Context: an optimization exercise on an open-source flow, tuned for small area, a short achievable clock period and few clock cycles per item. The choices shown serve that exercise and are no tape-out recipe. Where RTL was checked, it was by simulation tests only, not by an equivalence proof against the original. No activity file was given, so power comes from the tool's default toggle rates.

==> flow/design.v <==
module aoi222 (
    input  logic a1, a2,
    input  logic b1, b2,
    input  logic c1, c2,
    output logic y
);
    assign y = ~((a1 & a2) | (b1 & b2) | (c1 & c2));
endmodule
module proj_readout_top (
    input  logic         clk,
    input  logic         rst,
    input  logic         event_start,    
    input  logic [71:0]  item_count,     
    input  logic [527:0] mem_data,       
    input  logic         out_ack,        
    output logic [11:0]  mem_rd_en,      
    output logic [59:0]  mem_rd_addr,    
    output logic [53:0]  out_word,       
    output logic         out_req,        
    output logic         done            
);
    localparam int N_MEM = 12;
    logic             busy;       
    logic             arm;        
    logic             fin;        
    logic [2:0]       bx;         
    logic [3:0]       k;          
    logic [4:0]       a;          
    logic [5:0]       cnt;        
    logic [3:0]       nk;         
    logic             any_q;      
    logic [N_MEM-1:0] nzq;        
    logic [43:0]      data_q;     
    logic             last_q;     
    logic [N_MEM-1:0] nz;         
    logic [N_MEM-1:0] above;      
    logic [3:0]       k_first;    
    logic [3:0]       k_above;    
    logic             end_of_mem; 
    logic             accept;     
    logic             ack_seen;   
    always_comb begin
        for (int j = 0; j < N_MEM; j++) begin
            nz[j]    = |item_count[6*j +: 6];
            above[j] = nzq[j] && (4'(j) > k);
        end
        k_first = '0;
        k_above = '0;
        for (int j = N_MEM - 1; j >= 0; j--) begin
            if (nz[j])    k_first = 4'(j);
            if (above[j]) k_above = 4'(j);
        end
    end
    logic [N_MEM-1:0] kdec;       
    logic [N_MEM-1:0] ksel;       
    logic [5:0]       cnt_n [N_MEM/3];
    logic [43:0]      data_n [N_MEM/3];
    logic [5:0]       cnt_sel;
    logic [43:0]      data_sel;
    always_comb begin
        for (int j = 0; j < N_MEM; j++) begin
            kdec[j] = (k == 4'(j));
        end
    end
    for (genvar g = 0; g < N_MEM / 3; g++) begin : g_grp
        for (genvar i = 0; i < 6; i++) begin : g_cnt
            aoi222 u_aoi (
                .a1 (kdec[3*g]),     .a2 (item_count[6*(3*g) + i]),
                .b1 (kdec[3*g + 1]), .b2 (item_count[6*(3*g + 1) + i]),
                .c1 (kdec[3*g + 2]), .c2 (item_count[6*(3*g + 2) + i]),
                .y  (cnt_n[g][i])
            );
        end
        for (genvar i = 0; i < 44; i++) begin : g_dat
            aoi222 u_aoi (
                .a1 (ksel[3*g]),     .a2 (mem_data[44*(3*g) + i]),
                .b1 (ksel[3*g + 1]), .b2 (mem_data[44*(3*g + 1) + i]),
                .c1 (ksel[3*g + 2]), .c2 (mem_data[44*(3*g + 2) + i]),
                .y  (data_n[g][i])
            );
        end
    end
    assign cnt_sel  = ~(cnt_n[0] & cnt_n[1] & cnt_n[2] & cnt_n[3]);
    assign data_sel = ~(data_n[0] & data_n[1] & data_n[2] & data_n[3]);
    assign end_of_mem = ({1'b0, a} + 6'd1) == cnt;
    assign accept     = event_start && !busy;
    assign ack_seen   = out_req && out_ack;
    always_ff @(posedge clk) begin
        if (rst) begin
            busy    <= 1'b0;
            arm     <= 1'b0;
            fin     <= 1'b0;
            out_req <= 1'b0;
            done    <= 1'b0;
            bx      <= 3'd7;
        end else begin
            done <= 1'b0;
            if (accept) begin
                bx   <= bx + 3'd1;
                arm  <= 1'b0;
                fin  <= 1'b0;
                a    <= '0;
                k    <= k_first;
                if (nz == '0) begin
                    done <= 1'b1;              
                end else begin
                    busy <= 1'b1;
                end
            end else if (busy) begin
                arm <= 1'b1;
                if (ack_seen) begin
                    out_req <= 1'b0;
                    if (!end_of_mem) begin
                        a <= a + 5'd1;
                    end else if (any_q) begin
                        a <= '0;
                        k <= nk;
                    end else begin
                        fin <= 1'b1;
                    end
                end else if (!out_req && !out_ack) begin
                    if (fin) begin
                        done <= 1'b1;          
                        busy <= 1'b0;
                    end else if (arm) begin
                        out_req <= 1'b1;
                    end
                end
            end
        end
    end
    always_ff @(posedge clk) begin
        nzq    <= nz;
        nk     <= k_above;
        any_q  <= |above;
        ksel   <= kdec;
        cnt    <= cnt_sel;
        data_q <= data_sel;
        last_q <= end_of_mem && !any_q;
    end
    assign mem_rd_en   = '1;
    assign mem_rd_addr = {N_MEM{a}};
    assign out_word    = {last_q, bx, k, 2'b00, data_q};
endmodule
Settings: LEC_CHECK=0, CAP_MARGIN=20, CORE_AREA=5 5 245 245, DIE_AREA=0 0 250 250, PLACE_DENSITY=0.6, SETUP_SLACK_MARGIN=2.4, SLEW_MARGIN=20, SYNTH_HIERARCHICAL=1, SYNTH_MINIMUM_KEEP_SIZE=0; clock period 4.5 ns.
standard.sh (not shown) runs the stock make flow with config.mk's settings and CLKGATE_MAP_FILE= SYNTH_SCRIPT=/design/flow/synth_recipe.tcl, a recipe that flattens the netlist after the stock synthesis.
==> flow/flow/run.sh <==
#!/bin/bash
# Standard layout, with the smallest buffer on every input and output port.
set -uo pipefail
export BUFFER_PORTS_ARGS="-buffer_cell sky130_fd_sc_hd__buf_1"
bash standard.sh > standard.log 2>&1
The first run produced a clean layout.
Testbench counts at the start, summed over its fixed seeds: cycles 92,696, words 22,694.
Change:
--- a/flow/design.v
+++ b/flow/design.v
@@ -18,39 +18,35 @@
     output logic [53:0]  out_word,       
     output logic         out_req,        
     output logic         done            
 );
     localparam int N_MEM = 12;
     logic             busy;       
+    logic             wait1;      
     logic             arm;        
     logic             fin;        
     logic [2:0]       bx;         
     logic [3:0]       k;          
     logic [4:0]       a;          
     logic [5:0]       cnt;        
-    logic [3:0]       nk;         
-    logic             any_q;      
-    logic [N_MEM-1:0] nzq;        
     logic [43:0]      data_q;     
     logic             last_q;     
     logic [N_MEM-1:0] nz;         
     logic [N_MEM-1:0] above;      
-    logic [3:0]       k_first;    
     logic [3:0]       k_above;    
-    logic             end_of_mem; 
+    logic             end_of_mem;
     logic             accept;     
     logic             ack_seen;   
+    logic             idle_link;  
     always_comb begin
         for (int j = 0; j < N_MEM; j++) begin
             nz[j]    = |item_count[6*j +: 6];
-            above[j] = nzq[j] && (4'(j) > k);
+            above[j] = nz[j] && (accept || (4'(j) > k));
         end
-        k_first = '0;
         k_above = '0;
         for (int j = N_MEM - 1; j >= 0; j--) begin
-            if (nz[j])    k_first = 4'(j);
             if (above[j]) k_above = 4'(j);
         end
     end
     logic [N_MEM-1:0] kdec;       
     logic [N_MEM-1:0] ksel;       
     logic [5:0]       cnt_n [N_MEM/3];
@@ -82,63 +78,68 @@
     end
     assign cnt_sel  = ~(cnt_n[0] & cnt_n[1] & cnt_n[2] & cnt_n[3]);
     assign data_sel = ~(data_n[0] & data_n[1] & data_n[2] & data_n[3]);
     assign end_of_mem = ({1'b0, a} + 6'd1) == cnt;
     assign accept     = event_start && !busy;
     assign ack_seen   = out_req && out_ack;
+    assign idle_link  = !out_req && !out_ack;
     always_ff @(posedge clk) begin
         if (rst) begin
             busy    <= 1'b0;
+            wait1   <= 1'b0;
             arm     <= 1'b0;
             fin     <= 1'b0;
             out_req <= 1'b0;
             done    <= 1'b0;
             bx      <= 3'd7;
         end else begin
-            done <= 1'b0;
+            done  <= 1'b0;
+            wait1 <= 1'b0;
             if (accept) begin
-                bx   <= bx + 3'd1;
-                arm  <= 1'b0;
-                fin  <= 1'b0;
-                a    <= '0;
-                k    <= k_first;
+                wait1 <= 1'b1;
+                arm   <= 1'b0;
+                fin   <= 1'b0;
+                bx    <= bx + 3'd1;
                 if (nz == '0) begin
                     done <= 1'b1;              
                 end else begin
                     busy <= 1'b1;
                 end
             end else if (busy) begin
-                arm <= 1'b1;
+                if (wait1) arm <= 1'b1;
                 if (ack_seen) begin
                     out_req <= 1'b0;
-                    if (!end_of_mem) begin
-                        a <= a + 5'd1;
-                    end else if (any_q) begin
-                        a <= '0;
-                        k <= nk;
-                    end else begin
-                        fin <= 1'b1;
-                    end
-                end else if (!out_req && !out_ack) begin
+                    if (last_q) fin <= 1'b1;
+                end else if (idle_link) begin
                     if (fin) begin
                         done <= 1'b1;          
                         busy <= 1'b0;
                     end else if (arm) begin
                         out_req <= 1'b1;
                     end
                 end
             end
         end
     end
     always_ff @(posedge clk) begin
-        nzq    <= nz;
-        nk     <= k_above;
-        any_q  <= |above;
+        if (accept) begin
+            a <= '0;
+            k <= k_above;
+        end else if (ack_seen) begin
+            if (!end_of_mem) begin
+                a <= a + 5'd1;
+            end else if (!last_q) begin
+                a <= '0;
+                k <= k_above;
+            end
+        end
+    end
+    always_ff @(posedge clk) begin
         ksel   <= kdec;
         cnt    <= cnt_sel;
         data_q <= data_sel;
-        last_q <= end_of_mem && !any_q;
+        last_q <= end_of_mem && !(|above);
     end
     assign mem_rd_en   = '1;
     assign mem_rd_addr = {N_MEM{a}};
     assign out_word    = {last_q, bx, k, 2'b00, data_q};
 endmodule
=> The changed run went through all stages and came out clean. Maximum frequency increases slightly. Synthesized cell count increases slightly. Cell area decreases by a few percent. Worst setup slack improves by 34 ps. Via count decreases slightly. Core utilization decreases by 0.55 points. Wire length decreases by a few percent. Critical path depth decreases by 2. Power increases by roughly a tenth. Synthesized area decreases slightly. Count of clock-buffer cells in the layout increases by 1. Sequential share of layout area decreases by 2.7 points. Die area stays the same.
For the second run of this note, only the layout was checked, not whether the RTL still works.


proj_readout_top, a different RTL version from the one above (not shown whole).
For scale: about 610 cells after synthesis, ~95 flip-flops, ~730 I/O pins, roughly 5900 um2 of cells after synthesis.
==> module proj_readout_top, before the edit <==
module proj_readout_top (
    input  logic         clk,
    input  logic         rst,
    input  logic         event_start,    
    input  logic [71:0]  item_count,     
    input  logic [527:0] mem_data,       
    input  logic         out_ack,        
    output logic [11:0]  mem_rd_en,      
    output logic [59:0]  mem_rd_addr,    
    output logic [53:0]  out_word,       
    output logic         out_req,        
    output logic         done            
);
    localparam int N_MEM = 12;
    logic             busy;       
    logic             init;       
    logic             wait1;      
    logic             arm;        
    logic             fin;        
    logic [2:0]       bx;         
    logic [3:0]       k;          
    logic [4:0]       a;          
    logic [N_MEM-1:0] nzq;        
    logic [5:0]       cnt;        
    logic             eom_q;      
    logic [43:0]      data_q;     
    logic             last_q;     
    logic [N_MEM-1:0] nz;         
    logic [N_MEM-1:0] above;      
    logic [3:0]       k_above;    
    logic             end_of_mem;
    logic             accept;     
    logic             ack_seen;   
    logic             k_ok;       
    logic             idle_link;  
    always_comb begin
        for (int j = 0; j < N_MEM; j++) begin
            nz[j]    = |item_count[6*j +: 6];
            above[j] = nzq[j] && (4'(j) > k);
        end
        k_above = '0;
        for (int j = N_MEM - 1; j >= 0; j--) begin
            if (above[j]) k_above = 4'(j);
        end
    end
    logic [N_MEM-1:0] kdec;       
    logic [N_MEM-1:0] ksel;       
    logic [5:0]       cnt_n [N_MEM/3];
    logic [43:0]      data_n [N_MEM/3];
    logic [5:0]       cnt_sel;
    logic [43:0]      data_sel;
    always_comb begin
        for (int j = 0; j < N_MEM; j++) begin
            kdec[j] = (k == 4'(j));
        end
    end
    for (genvar g = 0; g < N_MEM / 3; g++) begin : g_grp
        for (genvar i = 0; i < 6; i++) begin : g_cnt
            aoi222 u_aoi (
                .a1 (kdec[3*g]),     .a2 (item_count[6*(3*g) + i]),
                .b1 (kdec[3*g + 1]), .b2 (item_count[6*(3*g + 1) + i]),
                .c1 (kdec[3*g + 2]), .c2 (item_count[6*(3*g + 2) + i]),
                .y  (cnt_n[g][i])
            );
        end
        for (genvar i = 0; i < 44; i++) begin : g_dat
            aoi222 u_aoi (
                .a1 (ksel[3*g]),     .a2 (mem_data[44*(3*g) + i]),
                .b1 (ksel[3*g + 1]), .b2 (mem_data[44*(3*g + 1) + i]),
                .c1 (ksel[3*g + 2]), .c2 (mem_data[44*(3*g + 2) + i]),
                .y  (data_n[g][i])
            );
        end
    end
    assign cnt_sel  = ~(cnt_n[0] & cnt_n[1] & cnt_n[2] & cnt_n[3]);
    assign data_sel = ~(data_n[0] & data_n[1] & data_n[2] & data_n[3]);
    assign end_of_mem = ({1'b0, a} + 6'd1) == cnt;
    assign accept     = event_start && !busy;
    assign ack_seen   = out_req && out_ack;
    assign idle_link  = !out_req && !out_ack;
    assign k_ok       = k[0] ? nzq[1] : nzq[0];
    always_ff @(posedge clk) begin
        if (rst) begin
            busy    <= 1'b0;
            init    <= 1'b0;
            wait1   <= 1'b0;
            arm     <= 1'b0;
            fin     <= 1'b0;
            out_req <= 1'b0;
            done    <= 1'b0;
            bx      <= 3'd7;
        end else begin
            done  <= 1'b0;
            init  <= 1'b0;
            wait1 <= init && !k_ok;
            if (accept) begin
                busy <= 1'b1;
                init <= 1'b1;
                arm  <= 1'b0;
                fin  <= 1'b0;
                bx   <= bx + 3'd1;
            end else if (busy) begin
                if (wait1 || (init && k_ok)) arm <= 1'b1;
                if (init) begin
                    if (nzq == '0) begin
                        done <= 1'b1;          
                        busy <= 1'b0;
                    end
                end else if (ack_seen) begin
                    out_req <= 1'b0;
                    if (last_q) fin <= 1'b1;
                end else if (idle_link) begin
                    if (fin) begin
                        done <= 1'b1;          
                        busy <= 1'b0;
                    end else if (arm) begin
                        out_req <= 1'b1;
                    end
                end
            end
        end
    end
    always_ff @(posedge clk) begin
        if (accept) begin
            a <= '0;
            k <= {3'b000, !nz[0]};
        end else if (init) begin
            if (!k_ok) k <= k_above;
        end else if (ack_seen) begin
            if (!eom_q) begin
                a <= a + 5'd1;
            end else if (!last_q) begin
                a <= '0;
                k <= k_above;
            end
        end
    end
    always_ff @(posedge clk) begin
        nzq    <= nz;
        ksel   <= kdec;
        cnt    <= cnt_sel;
        data_q <= data_sel;
        eom_q  <= end_of_mem;
        last_q <= end_of_mem && !(|above);
    end
    assign mem_rd_en   = '1;
    assign mem_rd_addr = {N_MEM{a}};
    assign out_word    = {last_q, bx, k, 2'b00, data_q};
endmodule
Settings: LEC_CHECK=0, CAP_MARGIN=20, CORE_AREA=5 5 245 245, DIE_AREA=0 0 250 250, PLACE_DENSITY=0.6, SETUP_SLACK_MARGIN=2.4, SLEW_MARGIN=20, SYNTH_HIERARCHICAL=1, SYNTH_MINIMUM_KEEP_SIZE=0; clock period 4.5 ns.
Scripts as last shown in full above: flow/flow/run.sh
Testbench counts at the start, summed over its fixed seeds: cycles 92,778, words 22,694.
==> next run, changes <==
--- a/flow/design.v
+++ b/flow/design.v
@@ -31,4 +31,6 @@
     logic [N_MEM-1:0] nzq;        
     logic [5:0]       cnt;        
+    logic [3:0]       nk;         
+    logic             any_q;      
     logic             eom_q;      
     logic [43:0]      data_q;     
@@ -40,5 +42,4 @@
     logic             accept;     
     logic             ack_seen;   
-    logic             k_ok;       
     logic             idle_link;  
     always_comb begin
@@ -87,5 +88,4 @@
     assign ack_seen   = out_req && out_ack;
     assign idle_link  = !out_req && !out_ack;
-    assign k_ok       = k[0] ? nzq[1] : nzq[0];
     always_ff @(posedge clk) begin
         if (rst) begin
@@ -101,5 +101,5 @@
             done  <= 1'b0;
             init  <= 1'b0;
-            wait1 <= init && !k_ok;
+            wait1 <= init && !nzq[0];
             if (accept) begin
                 busy <= 1'b1;
@@ -109,5 +109,5 @@
                 bx   <= bx + 3'd1;
             end else if (busy) begin
-                if (wait1 || (init && k_ok)) arm <= 1'b1;
+                if (wait1 || (init && nzq[0])) arm <= 1'b1;
                 if (init) begin
                     if (nzq == '0) begin
@@ -132,7 +132,7 @@
         if (accept) begin
             a <= '0;
-            k <= {3'b000, !nz[0]};
+            k <= '0;
         end else if (init) begin
-            if (!k_ok) k <= k_above;
+            if (!nzq[0]) k <= k_above;
         end else if (ack_seen) begin
             if (!eom_q) begin
@@ -140,5 +140,5 @@
             end else if (!last_q) begin
                 a <= '0;
-                k <= k_above;
+                k <= nk;
             end
         end
@@ -146,9 +146,11 @@
     always_ff @(posedge clk) begin
         nzq    <= nz;
+        nk     <= k_above;
+        any_q  <= |above;
         ksel   <= kdec;
         cnt    <= cnt_sel;
         data_q <= data_sel;
         eom_q  <= end_of_mem;
-        last_q <= end_of_mem && !(|above);
+        last_q <= end_of_mem && !any_q;
     end
     assign mem_rd_en   = '1;
Hold slack loses 0.082 ns.
Cell area went up by 2.0%.
Count of clock-buffer cells in the layout is unchanged.
Synthesized area went up by 3.7%.
Wire length went up by 2.3%.
Global-route usage went up by 0.34 points.
Power went down by 1.6%.
Sequential power went up by about 0.4%.
Setup slack loses 0.028 ns.
Synthesized cell count went up by 4.2%.
Utilization went up by 0.33 points.
Register-to-register slack hardly moves.
Testbench counts after the change, summed over its fixed seeds: cycles 92,895, words 22,694.

[static timing again, ports no longer ideal]
How much do the figures lean on ideal ports? The routed layouts below were timed once more, with nothing changed but the port constraints.
Step 1, drivers: a clkbuf_16 drives clk and a buf_2 each remaining input, both assumed.
Step 2 moves the port delays by t, midway between the first and last clock arrival at a register: inputs arrive t later, outputs are due t later. That takes back most of the time a late clock gives input paths.
Slacks: ideal / step 1 / step 2; pairs: ideal / step 1.
run | t (ns) | setup WS [ns] | hold WS [ns]
the first run of note 1 | 0.428 | 2.366 / 2.341 / 1.946 | 0.480 / 0.480 / 0.480
the second run of note 1 | 0.411 | 2.400 / 2.387 / 1.979 | 0.485 / 0.485 / 0.485
the first run of note 2 | 0.429 | 2.467 / 2.428 / 2.108 | 0.498 / 0.498 / 0.498
the second run of note 2 | 0.430 | 2.439 / 2.395 / 2.207 | 0.416 / 0.416 / 0.416
After both steps setup and hold are still met in every run listed. The setup slack of the second run of note 1, which loses most, moves by -0.013 ns with the drivers and by -0.421 ns with both steps.
